Background: an optimization exercise with open tools, aiming at small area, a short achievable clock period and few clock cycles per item. Do not read the settings as production practice.
In this exercise RTL edits were held to simulation tests only and were not proved equivalent to the original.

==> v21 <==
==> flow/design.v (excerpt) <==
module ordered_list_table_engine #(
  parameter int DEPTH  = 64,
  parameter int DATA_W = 32
) (
  input  logic                clk_i,
  input  logic                rst_ni,
  input  logic                in_valid_i,
  output logic                in_ready_o,
  input  logic [41:0]         in_item_i,
  output logic                out_valid_o,
  input  logic                out_ready_i,
  output logic [41:0]         out_item_o
);
==> module olte_ram, before the edit <==
module olte_ram #(
  parameter int Width = 32,
  parameter int Depth = 64
) (
  input  logic                   clk_i,
  input  logic [Depth-1:0]       we_i,      
  input  logic [Depth-1:0]       sh_i,      
  input  logic [Width-1:0]       wdata_i,
  input  logic [Width-1:0]       cmp_i,     
  output logic [Depth-1:0]       eq_o,      
  output logic [Depth*Width-1:0] mem_o
);
  logic [Width-1:0] mem_q [Depth];
  logic [Width-1:0] cmp_n, wdata_n;
  assign cmp_n   = ~cmp_i;
  assign wdata_n = ~wdata_i;
  for (genvar j = 0; j < Depth; j++) begin : g_slot
    logic hold;
    assign hold = !(sh_i[j] || we_i[j]);
    if (j % 2 == 0) begin : g_even
      always_ff @(posedge clk_i) begin
        mem_q[j] <= ~(({Width{sh_i[j]}} & mem_q[(j + 1) % Depth])
                    | ({Width{we_i[j]}} & wdata_n)
                    | ({Width{hold}}    & ~mem_q[j]));
      end
      assign eq_o[j] = (mem_q[j] == cmp_i);
      assign mem_o[j*Width +: Width] = mem_q[j];
    end else begin : g_odd
      always_ff @(posedge clk_i) begin
        mem_q[j] <= ~(({Width{sh_i[j]}} & mem_q[(j + 1) % Depth])
                    | ({Width{we_i[j]}} & wdata_i)
                    | ({Width{hold}}    & ~mem_q[j]));
      end
      assign eq_o[j] = (mem_q[j] == cmp_n);
      assign mem_o[j*Width +: Width] = ~mem_q[j];
    end
  end
endmodule
export LEC_CHECK = 0
export CAP_MARGIN = 20
export CELL_PAD_IN_SITES_DETAIL_PLACEMENT = 1
export CELL_PAD_IN_SITES_GLOBAL_PLACEMENT = 2
export CORE_MARGIN = 2
export CORE_UTILIZATION = 30
export CTS_CLUSTER_DIAMETER = 100
export CTS_CLUSTER_SIZE = 30
export PLACE_DENSITY = 0.5
export SETUP_SLACK_MARGIN = 4.3
export SLEW_MARGIN = 20
export TNS_END_PERCENT = 5
create_clock -name core_clock -period 8.0 [get_ports {clk_i}]
run.sh (not shown) runs the stock make flow with config.mk's settings and CLKGATE_MAP_FILE= SYNTH_SCRIPT=/design/flow/synth_recipe.tcl, a recipe that flattens the netlist after the stock synthesis.
==> v6: changes against v21 <==
--- a/flow/design.v
+++ b/flow/design.v
@@ -44,5 +44,2 @@
   logic [Width-1:0] mem_q [Depth];
-  logic [Width-1:0] cmp_n, wdata_n;
-  assign cmp_n   = ~cmp_i;
-  assign wdata_n = ~wdata_i;
   for (genvar j = 0; j < Depth; j++) begin : g_slot
@@ -50,19 +47,9 @@
     assign hold = !(sh_i[j] || we_i[j]);
-    if (j % 2 == 0) begin : g_even
-      always_ff @(posedge clk_i) begin
-        mem_q[j] <= ~(({Width{sh_i[j]}} & mem_q[(j + 1) % Depth])
-                    | ({Width{we_i[j]}} & wdata_n)
-                    | ({Width{hold}}    & ~mem_q[j]));
-      end
-      assign eq_o[j] = (mem_q[j] == cmp_i);
-      assign mem_o[j*Width +: Width] = mem_q[j];
-    end else begin : g_odd
-      always_ff @(posedge clk_i) begin
-        mem_q[j] <= ~(({Width{sh_i[j]}} & mem_q[(j + 1) % Depth])
-                    | ({Width{we_i[j]}} & wdata_i)
-                    | ({Width{hold}}    & ~mem_q[j]));
-      end
-      assign eq_o[j] = (mem_q[j] == cmp_n);
-      assign mem_o[j*Width +: Width] = ~mem_q[j];
+    always_ff @(posedge clk_i) begin
+      mem_q[j] <= ({Width{sh_i[j]}} & mem_q[(j + 1) % Depth])
+                | ({Width{we_i[j]}} & wdata_i)
+                | ({Width{hold}}    & mem_q[j]);
     end
+    assign eq_o[j] = (mem_q[j] == cmp_i);
+    assign mem_o[j*Width +: Width] = mem_q[j];
   end
- CELL_PAD_IN_SITES_DETAIL_PLACEMENT: 1 -> unset
- CELL_PAD_IN_SITES_GLOBAL_PLACEMENT: 2 -> unset
- CTS_CLUSTER_DIAMETER: 100 -> unset
- CTS_CLUSTER_SIZE: 30 -> unset
- PLACE_DENSITY: 0.5 -> 0.4
- TNS_END_PERCENT: 5 -> unset
==> results.txt <==
quantity	v6	v21
Result of the run	aborted with a tool error	aborted with a tool error
Failing step	5_1_grt	5_1_grt
Number of CTS-inserted buffers	318	157
Synth Area in Compound Gates	28.9%	25.5%
Placed instance count	21430	21489
Number of setup buffers added after CTS	399	159
Post-synthesis net count	15510	15973
Final weighted congestion in routability-driven placement	1.24	1.37
Total number of H-tree levels	5	4
Arithmetic-cell share of the synthesized area counting full adders, half adders and majority gates	0.292%	0.290%
Area share of the largest cell type after synthesis	30.4%	31.2%
Cell area after placement	154000 um2	149000 um2
Proportion of synthesized area in mux cells	0.479%	0.456%
Distinct cells, synth	96	91
Number of standard cells after synthesis	15433	15897
Simple-Gate Fraction of Synth Area	14.8%	16.4%
Horizontal die dimension	684 um	676 um
Area of the mapped netlist	139000 um2	136000 um2
XOR/XNOR Fraction of Synth Area	13.3%	13.6%
Sequential element share of the synthesized area	37.7%	38.6%
Site row count	249	246
Worst Setup Slack post-DPL	2.04 ns	1.77 ns
Post-CTS resize count	1134	592
Post-Syn Area per Cell	9.00 um2	8.52 um2
Half-perimeter wire length after detailed placement	1320000 um	1250000 um
Effective utilization at floorplan	30.2%	30.2%
Die Ht	684 um	676 um
Testbench counts of v21, summed over its fixed seeds: cycles 3,216, actions 3,200.
Testbench counts of v6, summed over its fixed seeds: cycles 3,216, actions 3,200.
